Background: an optimization exercise with open tools, aiming at small area. Do not read the settings as production practice.
The RTL was checked by simulation tests, not by an equivalence proof against the original design.
Power is estimated from default activity; no workload was simulated.

## design.v

```verilog
module nrf_spi_responder (
   input  logic       CLOCK_50,
   input  logic       RESET,
   input  logic       NRF_SCK,
   input  logic       NRF_CSN,
   input  logic       NRF_MOSI,
   output logic       NRF_MISO,
   output logic       NRF_IRQ,
   input  logic       rx_wr_en,
   input  logic [7:0] rx_wr_data,
   input  logic       rx_commit,
   output logic       rx_full,
   input  logic       tx_rd_en,
   output logic [7:0] tx_rd_data,
   output logic       tx_avail
);
   localparam logic [1:0] StIdle = 2'd0, StCmd = 2'd1, StData = 2'd2, StIgnore = 2'd3;
   localparam logic [1:0] CmdRReg = 2'd0, CmdWReg = 2'd1, CmdRRx = 2'd2, CmdWTx = 2'd3;
   logic [1:0] sck_sync_q, mosi_sync_q, csn_sync_q;
   logic       sck_prev_q;
   always_ff @(posedge CLOCK_50) begin
      sck_sync_q  <= {sck_sync_q[0], NRF_SCK};
      mosi_sync_q <= {mosi_sync_q[0], NRF_MOSI};
      sck_prev_q  <= sck_sync_q[1];
   end
   always_ff @(posedge CLOCK_50 or posedge RESET) begin
      if (RESET) csn_sync_q <= 2'b11;
      else       csn_sync_q <= {csn_sync_q[0], NRF_CSN};
   end
   logic sck_s, csn_s, mosi_s, sck_rise, sck_fall;
   assign sck_s    = sck_sync_q[1];
   assign csn_s    = csn_sync_q[1];
   assign mosi_s   = mosi_sync_q[1];
   assign sck_rise = sck_s & ~sck_prev_q;
   assign sck_fall = ~sck_s & sck_prev_q;
   logic [1:0] state_q;
   logic [1:0] cmd_q;
   logic [2:0] bit_cnt_q;
   logic [6:0] shift_in_q;
   logic [7:0] shift_out_q;
   logic       miso_q;
   logic [4:0] addr_q;
   logic       addr_ovf_q;
   logic       rx_dr_q, tx_ds_q;
   logic       rx_full_q, rx_read_q;
   logic [5:0] rx_wr_ptr_q, rx_hwm_q;
   logic       tx_avail_q, tx_wrote_q;
   logic [5:0] tx_ptr_q;
   logic [7:0] tx_rd_data_q;
   logic [31:0][7:0] reg_q;
   logic [31:0][7:0] rx_buf_q;
   logic [31:0][7:0] tx_buf_q;
   logic idle, in_cmd, in_data, spi_start, spi_end, byte_done;
   assign idle      = (state_q == StIdle);
   assign in_cmd    = (state_q == StCmd);
   assign in_data   = (state_q == StData);
   assign spi_start = ~csn_s & idle;
   assign spi_end   = csn_s & ~idle;
   assign byte_done = sck_rise & (bit_cnt_q == 3'd7) & ~csn_s & ~idle;
   logic [7:0] rx_byte, status;
   logic       is_rreg, is_wreg, is_rrx, is_wtx, is_ftx, is_frx;
   assign rx_byte = {shift_in_q, mosi_s};
   assign status  = {1'b0, rx_dr_q, tx_ds_q, 1'b0, rx_full_q ? 3'b000 : 3'b111, tx_avail_q};
   assign is_rreg = (rx_byte[7:5] == 3'b000);
   assign is_wreg = (rx_byte[7:5] == 3'b001);
   assign is_rrx  = (rx_byte == 8'h61);
   assign is_wtx  = (rx_byte == 8'hA0) & ~tx_avail_q;
   assign is_ftx  = (rx_byte == 8'hE1);
   assign is_frx  = (rx_byte == 8'hE2);
   logic cmd_done, data_done, wreg_wr, wtx_wr, rrx_rd;
   assign cmd_done  = byte_done & in_cmd;
   assign data_done = byte_done & in_data;
   assign wreg_wr   = data_done & (cmd_q == CmdWReg);
   assign wtx_wr    = data_done & (cmd_q == CmdWTx) & (tx_ptr_q != 6'd0);
   assign rrx_rd    = data_done & (cmd_q == CmdRRx);
   logic [4:0] rd_addr, addr_next;
   logic       addr_carry;
   assign rd_addr = in_cmd ? {rx_byte[4:1], rx_byte[0] & ~rx_byte[6]} : addr_q;
   assign {addr_carry, addr_next} = rd_addr + {4'd0, ~(in_cmd & is_wreg)};
   logic [7:0] reg_rd, rx_rd, out_byte;
   logic [31:0] rd_sel;
   always_comb begin
      reg_rd = 8'h00;
      rx_rd  = 8'h00;
      for (int i = 0; i < 32; i++) begin
         rd_sel[i] = (rd_addr == 5'(i));
         reg_rd = reg_rd | ({8{rd_sel[i]}} & ((i == 7) ? status : reg_q[i]));
         rx_rd  = rx_rd  | ({8{rd_sel[i]}} & rx_buf_q[i]);
      end
   end
   logic sel_reg, sel_rx, rx_valid;
   assign sel_reg  = in_cmd ? is_rreg : in_data & (cmd_q == CmdRReg);
   assign sel_rx   = in_cmd ? is_rrx  : in_data & (cmd_q == CmdRRx);
   assign rx_valid = ~(in_data & addr_ovf_q) & ({1'b0, rd_addr} < rx_hwm_q);
   assign out_byte = (sel_reg ? reg_rd : 8'h00) | ((sel_rx & rx_valid) ? rx_rd : 8'h00);
   always_ff @(posedge CLOCK_50 or posedge RESET) begin
      if (RESET) state_q <= StIdle;
      else if (spi_start) state_q <= StCmd;
      else if (spi_end) state_q <= StIdle;
      else if (cmd_done) state_q <= (is_rreg | is_wreg | is_rrx | is_wtx) ? StData : StIgnore;
   end
   always_ff @(posedge CLOCK_50) begin
      if (spi_start) begin
         bit_cnt_q   <= 3'd0;
         shift_out_q <= {status[6:0], 1'b0};
         miso_q      <= status[7];
         rx_read_q   <= 1'b0;
         tx_wrote_q  <= 1'b0;
      end else if (spi_end) begin
         bit_cnt_q <= 3'd0;
         miso_q    <= 1'b0;
      end else if (!idle) begin
         if (sck_rise) begin
            shift_in_q <= rx_byte[6:0];
            bit_cnt_q  <= bit_cnt_q + 3'd1;
            if (bit_cnt_q == 3'd7) shift_out_q <= out_byte;
         end else if (sck_fall) begin
            miso_q      <= shift_out_q[7];
            shift_out_q <= {shift_out_q[6:0], 1'b0};
         end
      end
      if (cmd_done) begin
         cmd_q <= is_rreg ? CmdRReg : is_wreg ? CmdWReg : is_rrx ? CmdRRx : CmdWTx;
      end
      if (cmd_done | data_done) begin
         addr_q     <= addr_next;
         addr_ovf_q <= ~in_cmd & (addr_ovf_q | addr_carry);
      end
      if (rrx_rd) rx_read_q <= 1'b1;
      if (wtx_wr) tx_wrote_q <= 1'b1;
   end
   assign NRF_MISO = miso_q & ~idle;
   function automatic logic [7:0] reg_rst(int a);
      case (a)
         0:       reg_rst = 8'h08;
         1:       reg_rst = 8'h3F;
         2, 3, 4: reg_rst = 8'h03;
         5:       reg_rst = 8'h02;
         6:       reg_rst = 8'h0E;
         default: reg_rst = 8'h00;
      endcase
   endfunction
   logic rst_seen_q;
   always_ff @(posedge CLOCK_50 or posedge RESET) begin
      if (RESET) rst_seen_q <= 1'b1;
      else       rst_seen_q <= 1'b0;
   end
   for (genvar i = 0; i < 32; i++) begin : g_reg
      if (i == 7) begin : g_status
         always_ff @(posedge CLOCK_50) reg_q[i] <= 8'h00;
      end else begin : g_store
         logic       en;
         logic [7:0] d;
         assign en = rst_seen_q | (wreg_wr && addr_q == 5'(i));
         assign d  = (rx_byte & ~{8{rst_seen_q}}) | (reg_rst(i) & {8{rst_seen_q}});
         always_ff @(posedge CLOCK_50) begin
            if (en) reg_q[i] <= d;
         end
      end
   end
   logic rx_wr, rx_cm;
   assign rx_wr = ~rx_full_q & rx_wr_en & ~rx_wr_ptr_q[5];
   assign rx_cm = ~rx_full_q & rx_commit & (rx_wr_ptr_q != 6'd0);
   for (genvar i = 0; i < 32; i++) begin : g_rx
      always_ff @(posedge CLOCK_50) begin
         if (rx_wr && rx_wr_ptr_q[4:0] == 5'(i)) rx_buf_q[i] <= rx_wr_data;
      end
   end
   always_ff @(posedge CLOCK_50 or posedge RESET) begin
      if (RESET) begin
         rx_wr_ptr_q <= 6'd0;
         rx_hwm_q    <= 6'd0;
         rx_full_q   <= 1'b0;
         rx_dr_q     <= 1'b0;
      end else begin
         if (cmd_done && is_frx) begin
            rx_full_q   <= 1'b0;
            rx_wr_ptr_q <= 6'd0;
         end
         if (spi_end && rx_read_q) rx_full_q <= 1'b0;
         if (wreg_wr && addr_q == 5'd7 && rx_byte[6]) rx_dr_q <= 1'b0;
         if (rx_wr) begin
            rx_wr_ptr_q <= rx_wr_ptr_q + 6'd1;
            if (rx_wr_ptr_q == rx_hwm_q) rx_hwm_q <= rx_wr_ptr_q + 6'd1;
         end
         if (rx_cm) begin
            rx_full_q   <= 1'b1;
            rx_dr_q     <= 1'b1;
            rx_wr_ptr_q <= 6'd0;
         end
      end
   end
   always_ff @(posedge CLOCK_50) begin
      if (wtx_wr) tx_buf_q <= {rx_byte, tx_buf_q[31:1]};
   end
   logic [7:0] tx_rd;
   always_comb begin
      tx_rd = 8'h00;
      for (int i = 0; i < 32; i++)
         tx_rd = tx_rd | ({8{tx_ptr_q[4:0] == 5'(i)}} & tx_buf_q[i]);
   end
   logic tx_load, tx_pop;
   assign tx_load = spi_end & tx_wrote_q;
   assign tx_pop  = tx_rd_en & tx_avail_q;
   always_ff @(posedge CLOCK_50) begin
      if (cmd_done && is_wtx) tx_ptr_q <= 6'd32;
      else if (wtx_wr) tx_ptr_q <= tx_ptr_q - 6'd1;
      else if (tx_load || (tx_pop && !tx_ptr_q[5])) tx_ptr_q <= tx_ptr_q + 6'd1;
   end
   always_ff @(posedge CLOCK_50 or posedge RESET) begin
      if (RESET) begin
         tx_avail_q   <= 1'b0;
         tx_rd_data_q <= 8'h00;
         tx_ds_q      <= 1'b0;
      end else begin
         if (tx_pop) begin
            if (tx_ptr_q[5]) tx_avail_q <= 1'b0;
            else             tx_rd_data_q <= tx_rd;
         end
         if (cmd_done && is_ftx) tx_avail_q <= 1'b0;
         if (tx_load) begin
            tx_avail_q   <= 1'b1;
            tx_ds_q      <= 1'b1;
            tx_rd_data_q <= tx_rd;
         end
         if (wreg_wr && addr_q == 5'd7 && rx_byte[5]) tx_ds_q <= 1'b0;
      end
   end
   assign rx_full    = rx_full_q;
   assign tx_avail   = tx_avail_q;
   assign tx_rd_data = tx_rd_data_q;
   logic irq_q;
   always_ff @(posedge CLOCK_50 or posedge RESET) begin
      if (RESET) irq_q <= 1'b1;
      else       irq_q <= ~((rx_dr_q & ~reg_q[0][6]) | (tx_ds_q & ~reg_q[0][5]));
   end
   assign NRF_IRQ = irq_q;
endmodule
```

## flow/run.sh

```bash
#!/bin/bash
# Standard synthesis, then abc re-maps the logic between the registers for area (registers
# untouched), then the standard layout with a clock tree of small buffers in large clusters,
# without dummy loads.
set -euo pipefail
R=orfs/results/sky130hd/nrf_spi_responder/base
bash standard.sh synth > synth_standard.log 2>&1
cp $R/1_2_yosys.v $R/1_2_yosys_standard.v
export LIB=$FLOW_HOME/platforms/sky130hd/lib/sky130_fd_sc_hd__tt_025C_1v80.lib
export SEQ_CELLS="$(grep -oE 'sky130_fd_sc_hd__(df|edf|sdf|sedf|dl)[a-z0-9_]*' $R/1_2_yosys_standard.v | sort -u | tr '\n' ' ')"
export DONT_USE="$(sed -n '/DONT_USE_CELLS += /,/^#/p' $FLOW_HOME/platforms/sky130hd/config.mk | grep -oE 'sky130_fd_sc_hd__[a-z0-9_]+' | tr '\n' ' ')"
export IN_V=$R/1_2_yosys_standard.v OUT_V=$R/1_2_yosys.v TOP=$FLOW_TOP STAT_OUT=reabc_stat.txt
export ABC_SCRIPT=$PWD/flow/area.abc ABC_D=$(awk "BEGIN{print $FLOW_PERIOD_NS*1000}")
yosys -c flow/reabc.tcl > reabc.log 2>&1
export REMOVE_ABC_BUFFERS=1
export BUFFER_PORTS_ARGS="-buffer_cell sky130_fd_sc_hd__buf_1"
export CTS_ARGS="-sink_clustering_enable -repair_clock_nets -buf_list sky130_fd_sc_hd__clkbuf_8 -sink_clustering_size 18 -sink_clustering_max_diameter 55 -dont_use_dummy_load"
bash standard.sh > standard.log 2>&1
```

## flow/area.abc

```
strash
dch
amap
topo
&get -n
&st
&dch
&nf -R 1000 -p
&put
topo
```

## flow/reabc.tcl

```tcl
# Re-maps the combinational logic of the standard synthesis netlist for area. Every register
# instance of the standard synthesis is kept as it is (same name, same cell); only the cells
# between them are re-mapped by abc.
yosys -import
set lib $::env(LIB)
set seq_cells $::env(SEQ_CELLS)
read_liberty -ignore_miss_func $lib
read_verilog -sv $::env(IN_V)
hierarchy -top $::env(TOP)
setattr -mod -set keep_hierarchy 1 {*}$seq_cells
flatten
opt_clean -purge
set dont_use {}
foreach c $::env(DONT_USE) { lappend dont_use -dont_use $c }
abc -script $::env(ABC_SCRIPT) -liberty $lib {*}$dont_use -D $::env(ABC_D)
opt_clean -purge
splitnets
opt_clean -purge
hilomap -singleton -hicell sky130_fd_sc_hd__conb_1 HI -locell sky130_fd_sc_hd__conb_1 LO
insbuf -buf sky130_fd_sc_hd__buf_4 A X
# left out here: clean up, hide names made inside functions
yosys rename -hide {w:_*_.*}
select -module $::env(TOP)
tee -o $::env(STAT_OUT) stat -liberty $lib
select -clear
blackbox {*}$seq_cells
check
write_verilog -noattr -nohex -nodec -selected $::env(OUT_V)
```

## standard.sh

```bash
#!/bin/bash
# synth_recipe.tcl (not shown) runs the flow's synth.tcl, then flattens the netlist and writes it again
# the make line also repeats each setting of config.mk as NAME=value (left out here)
make -C /OpenROAD-flow-scripts/flow DESIGN_CONFIG=/design/flow/config.mk WORK_HOME=/design/flow/orfs CLKGATE_MAP_FILE= SYNTH_SCRIPT=/design/flow/synth_recipe.tcl "${@:-finish}"
```

## config.mk

```make
export PLATFORM = sky130hd
export DESIGN_NAME = nrf_spi_responder
export DESIGN_NICKNAME = nrf_spi_responder
export VERILOG_FILES = /design/flow/design.v
export SDC_FILE = /design/flow/constraint.sdc
export NUM_CORES = 4
export LEC_CHECK = 0
export CAP_MARGIN = 20
export CORE_MARGIN = 2
export CORE_UTILIZATION = 60
export PLACE_DENSITY = 0.72
export SLEW_MARGIN = 20
```

## constraint.sdc

```tcl
create_clock -name core_clock -period 10.0 [get_ports {CLOCK_50}]
set_input_delay 2.0000 -clock core_clock [delete_from_list [all_inputs] [get_ports {CLOCK_50}]]
set_output_delay 2.0000 -clock core_clock [all_outputs]
set_load 0.01 [all_outputs]
```

==> results.toml, run 1 <==
[status]
status = "finished clean"

[floorplanning]
io_pins = 28
core_mm2 = 0.0503
core.rowCount = 82
die-area_mm2 = 0.0529
dieHeight_um = 230
dieWidth_um = 230
start_util_pct = 61.0

[critical_path]
ff2ff_path_depth = 16
arrival_ns = 5.67
path_cells = "nor2b_1, nand2_1, o21ai_0, nor2_1, nand2_1, nor2_1, buf_4, a22oi_1, nand3_1, a221o_1, a221oi_1, nand4_1, nor2_1, a21oi_1, o221ai_1, nand2_1"
end_kind = "flip-flop"
criticalPathCategory = "flip-flop to flip-flop"
cp.buffers_inverters = 1
cp.required_ns = 10.41
start_kind = "flip-flop"
path_delay_family = "simple AND/OR/NAND/NOR gates"
cp_slowest_cell = "o21ai_0"
crit-reg2reg-launch = "state_q[0]"
path_max_fanout = 11
reg2reg_slack_ns = 4.74
cpPeakStageDelay_ns = 0.65
r2r-end = "shift_out_q[6]"

[global_routing]
grt-ovfl-total = 0
grt.total_usage_pct = 34.0
antenna_found_initial = 0
grt_pass1_wl_um = 128000
grt_pass1_vias = 18500
grt_max_degree = 162

[cts]
clk_latency_ns = 0.75
clk_pin_slew_ns = 0.08
clockRootBuffer = "clkbuf_8"
cts_tree = "built"
clk_path_buf_depth = 3
cts.hold.buffers_added = 0
cts_setup_buffers = 0
cts_buffers = 57
cts_max_level = 2
clkSinkCount = 830
cts_resized = 0

[timing]
worst_pin_slew_ns = 1.27
fin_tns_setup_ns = 0
rsz0062_at_grt = "no"
finalHoldViolations = 0
fin_crit_sh_pct = 52.6
slew_headroom_pct = 13.0
max_freq_mhz = 190
setup_violations = 0
fin_crit_ns = 5.26
slew_viol_final = 0
finalClockSkew_ns = 0.0971

[routing]
wl_per_cell_um = 34.2
num_vias = 19300
final_antenna_net_count = 0
routed_via_density = 7.37
wirelength_um = 89500
drtIter0Drc = 3884
first_pass_iters = 8
drcViolationCount = 0

[placed_design]
dp.cells = 2560
gp_congestion = 0.954
dpl-instance-area_mm2 = 0.0322
hpwl_um = 57700
portBuffers = 27

[yosys]
synth_area_mm2 = 0.0307
ys_warn_count = 1
netlist_instances = 1803
avgSynthCellArea_um2 = 17.0

[cells_and_area]
final_cell_count_no_fill = 2620
nNetsFinal = 1966
fillers = 3457
fin_area_mm2 = 0.0330
drive_above_1_share_pct = 8.52
antenna_cells = 0
area_growth_pct = 7.70

[hold_path]
hp-class = "flip-flop to flip-flop"
hp-start = "mosi_sync_q[0]"
hold_path_end = "mosi_sync_q[1]"
whs_path_depth = 0

[flow_run]
max_cap_viol_count = 0

[pwr]
peakVddDrop_mv = 0.138
leakage_nw = 10.4
power_per_cell_area_mw_per_mm2 = 186
==> where the power goes <==
part / internal, mW / switching [mW] / total, mW
clock: 0.509 / 1.01 / 1.52
combinational: 0.198 / 0.534 / 0.732
sequential: 3.87 / 0.0360 / 3.90
total: 4.57 / 1.58 / 6.16
==> registers in the layout, indices dropped and copies added, names as in the netlist, 2 cells and up <==
name / cells
mosi_sync_q: 2
rx_buf_q: 256
reg_q: 248
tx_ptr_q: 6
tx_buf_q: 256
addr_q: 5
state_q: 2
rx_hwm_q: 6
shift_in_q: 7
rx_wr_ptr_q: 6
shift_out_q: 8
sck_sync_q: 2
csn_sync_q: 2
bit_cnt_q: 3
cmd_q: 2
tx_rd_data_q: 8
==> metrics by stage <==
| stage | total power, mW | hold WS, ns | setup WS (ns) | utilization [%] |
|---|---|---|---|---|
| global route | 6.29 | 0.348 | 4.62 | 65.7 |
| floorplan | 4.33 | 0.310 | 1.93 | - |
| finish | 6.16 | 0.331 | 4.74 | 65.7 |
| CTS | 6.11 | 0.336 | 5.04 | 65.5 |
| global placement | 4.66 | 0.316 | 5.07 | 63.9 |
| detailed placement | 4.67 | 0.319 | 5.07 | 64.0 |
==> layout by cell type (no fill, tap or decap), types with 6 or more instances in the layout <==
master       n
nand4_1     58
xnor2_1     13
a221oi_1    39
nand3_1     45
or2_0       14
o21bai_1    12
nand2b_1    17
buf_1       27
a22o_1      31
o21ai_0     27
nand2_1    147
a21o_1      16
clkinv_1    10
nor2_2      12
or3_1        9
a21oi_1     38
a222oi_1   105
clkbuf_8    57
dfrtp_1     26
nor2b_1     12
buf_4       66
dfxtp_1     19
edfxtp_1   781
a31oi_1      8
nor2_1     131
a221o_1      6
nor3_2       6
a2111oi_0    6
nor3_1      22
a22oi_1    101
==> layer usage <==
layer / global-route usage (%) / vias up / routed length (µm)
li1: - / 7765 / -
met1: 46.5 / 9494 / 31200
met3: 8.99 / 315 / 13100
met5: 0 / - / 0
met4: 15.7 / 0 / 4780
met2: 51.8 / 1736 / 40400
==> layout make-up <==
cell class              instances  area [µm²]  area share [%]
clock buffers                  57         785            2.38
multi-input cells             954        6130            18.6
inverters                      11        48.8           0.148
flip-flops and latches        830       24600            74.5
well taps                     672         841            2.55
repair buffers                 96         631            1.91
==> worst max-delay path by stage <==
stage	startpoint	endpoint	slack, ns	cells past startpoint
floorplan	tx_ptr_q[3]	tx_buf_q[0]	1.93	4
global placement	state_q[0]	shift_out_q[7]	5.07	13
detailed placement	state_q[0]	shift_out_q[7]	5.07	13
CTS	state_q[0]	shift_out_q[6]	5.04	16
global route	state_q[0]	shift_out_q[7]	4.62	13
finish	state_q[0]	shift_out_q[6]	4.74	16
==> run 2: changes to the inputs <==
--- a/config.mk
+++ b/config.mk
@@ -5,8 +5,8 @@
 export SDC_FILE = /design/flow/constraint.sdc
 export NUM_CORES = 4
 export LEC_CHECK = 0
-export CAP_MARGIN = 20
+export CAP_MARGIN = 10
 export CORE_MARGIN = 2
 export CORE_UTILIZATION = 60
 export PLACE_DENSITY = 0.72
-export SLEW_MARGIN = 20
+export SLEW_MARGIN = 10
==> results.toml, run 2 <==
[status]
status = "finished clean"

[cts]
clk_path_buf_depth = 3
cts.hold.buffers_added = 0
cts_tree = "built"
clk_pin_slew_ns = 0.11
clockRootBuffer = "clkbuf_8"
cts_resized = 0
clk_latency_ns = 0.74
cts_max_level = 2
clkSinkCount = 830
cts_buffers = 56
cts_setup_buffers = 0

[timing]
finalHoldViolations = 0
setup_violations = 0
slew_viol_final = 0
fin_ws_ns = 4.78
worst_pin_slew_ns = 1.37
timing.hold.ws_ns = 0.321
fin_crit_sh_pct = 52.2
rsz0062_at_grt = "no"
fin_tns_setup_ns = 0
finalClockSkew_ns = 0.105
slew_headroom_pct = 8.02
fin_crit_ns = 5.22
max_freq_mhz = 192

[critical_path]
crit-reg2reg-launch = "state_q[1]"
path_common_cell = "a21oi_1"
arrival_ns = 5.68
cp.required_ns = 10.46
cp_slowest_cell = "a2111oi_0"
path_cells = "nand2b_1, nand2_1, nor2_1, a21oi_1, nand2b_1, nor2_1, buf_4, a222oi_1, nand3_1, a2111oi_0, a21oi_1, a21oi_1, nand3_1"
cpPeakStageDelay_ns = 1.09
start_kind = "flip-flop"
path_delay_family = "compound AO/OA/AOI/OAI gates"
cp.buffers_inverters = 1
criticalPathCategory = "flip-flop to flip-flop"
path_max_fanout = 12
end_kind = "flip-flop"
crit_start = "state_q[1]"

[floorplanning]
core.rowCount = 82
start_util_pct = 61.0
core_mm2 = 0.0503
die-area_mm2 = 0.0529
io_pins = 28
dieWidth_um = 230
dieHeight_um = 230

[routing]
wl_per_cell_um = 34.3
wirelength_um = 89900
routed_via_density = 7.38
num_vias = 19300
drtIter0Drc = 3900
drcViolationCount = 0
final_antenna_net_count = 0
first_pass_iters = 10

[yosys]
ys_warn_count = 1
synth_area_mm2 = 0.0307
netlist_instances = 1803
avgSynthCellArea_um2 = 17.0

[placed_design]
portBuffers = 27
pre_cts_ws_ns = 5.09
hpwl_um = 57800
dp.cells = 2560
dpl-instance-area_mm2 = 0.0321
gp_congestion = 0.954

[pwr]
leakage_nw = 10.4
peakVddDrop_mv = 0.152
power_per_cell_area_mw_per_mm2 = 187
p_total_mw = 6.14

[global_routing]
grt_pass1_wl_um = 129000
grt_pass1_vias = 18500
grt-ovfl-total = 0
grt_max_degree = 162
antenna_found_initial = 0
grt.total_usage_pct = 34.0

[cells_and_area]
top_regs = "rx_buf_q: 256 flops, tx_buf_q: 256 flops, reg_q: 248 flops"
fin_area_mm2 = 0.0329
most-common-layout-cells = "edfxtp_1 (781), nand2_1 (147), nor2_1 (142)"
fillers = 3454
drive_above_1_share_pct = 7.61
nNetsFinal = 1963
area_growth_pct = 7.39
final_cell_count_no_fill = 2620
fin_util_pct = 65.5
final_common_cell = "edfxtp_1"

[hold_path]
hp-start = "csn_sync_q[0]"
hp-class = "flip-flop to flip-flop"

[flow_run]
max_cap_viol_count = 0
## run 2: routing by layer
metal	track usage, %	up-vias	routed length (µm)	part of all wire [%]
met1	46.9	9546	32100	36
met4	14.6	0	4870	5.4
met2	52.4	1714	40700	45
met5	0	-	0	0
met3	8.58	323	12300	14
li1	-	7753	-	-
## run 2: layout make-up
| class | count | area, µm² | share of cell area, % |
|---|---|---|---|
| repair buffers | 94 | 612 | 1.86 |
| clock buffers | 56 | 771 | 2.34 |
| diodes | 3 | 7.51 | 0.0228 |
| multi-input cells | 954 | 6060 | 18.4 |
| flip-flops and latches | 830 | 24600 | 74.7 |
| inverters | 11 | 48.8 | 0.148 |
| well taps | 672 | 841 | 2.55 |
## run 2: where the power goes
group | internal (mW) | leakage (nW) | switching [mW] | total, mW
Combinational | 0.195 | 2.19 | 0.532 | 0.727
Sequential | 3.87 | 7.79 | 0.0354 | 3.90
Clock | 0.501 | 0.403 | 1.02 | 1.52
## run 2: final timing paths
path / endpoint / slack (ns) / cells after the start
max in group asynchronous: rst_seen_q / 8.21 / 3
min in group asynchronous: rx_wr_ptr_q[5] / 1.35 / 3
hold / removal: csn_sync_q[1] / 0.32 / 0
setup reg to reg: shift_out_q[4] / 4.78 / 13
hold reg to reg: csn_sync_q[1] / 0.32 / 0
setup / recovery: shift_out_q[4] / 4.78 / 13

## what the ideal ports hide
No port has a modelled driver above. Below, the same layouts with a new extraction and two added sets of constraints. Step 1 (the two cells are an assumption about what drives the block):
set clk [get_ports {CLOCK_50}]
set_driving_cell -lib_cell sky130_fd_sc_hd__clkbuf_16 $clk
set_driving_cell -lib_cell sky130_fd_sc_hd__buf_2 [delete_from_list [all_inputs] $clk]
Step 2, shift: input delay + t, output delay - t, t = (earliest + latest rising clock arrival at the registers) / 2. This alone moves slack from input paths to output paths. Slacks: ideal / step 1 / step 2; pairs: ideal / step 1.
run | t (ns) | setup WS [ns] | worst setup path after step 2 | slew at the worst register clock pin (ns) | worst slew at a driven data input, ns
run 1 | 0.762 | 4.737 / 4.737 / 4.737 | register to register | 0.12 / 0.12 | 0.07
run 2 | 0.752 | 4.784 / 4.784 / 4.784 | register to register | 0.12 / 0.12 | 0.08
After both steps setup and hold are still met in every run listed.
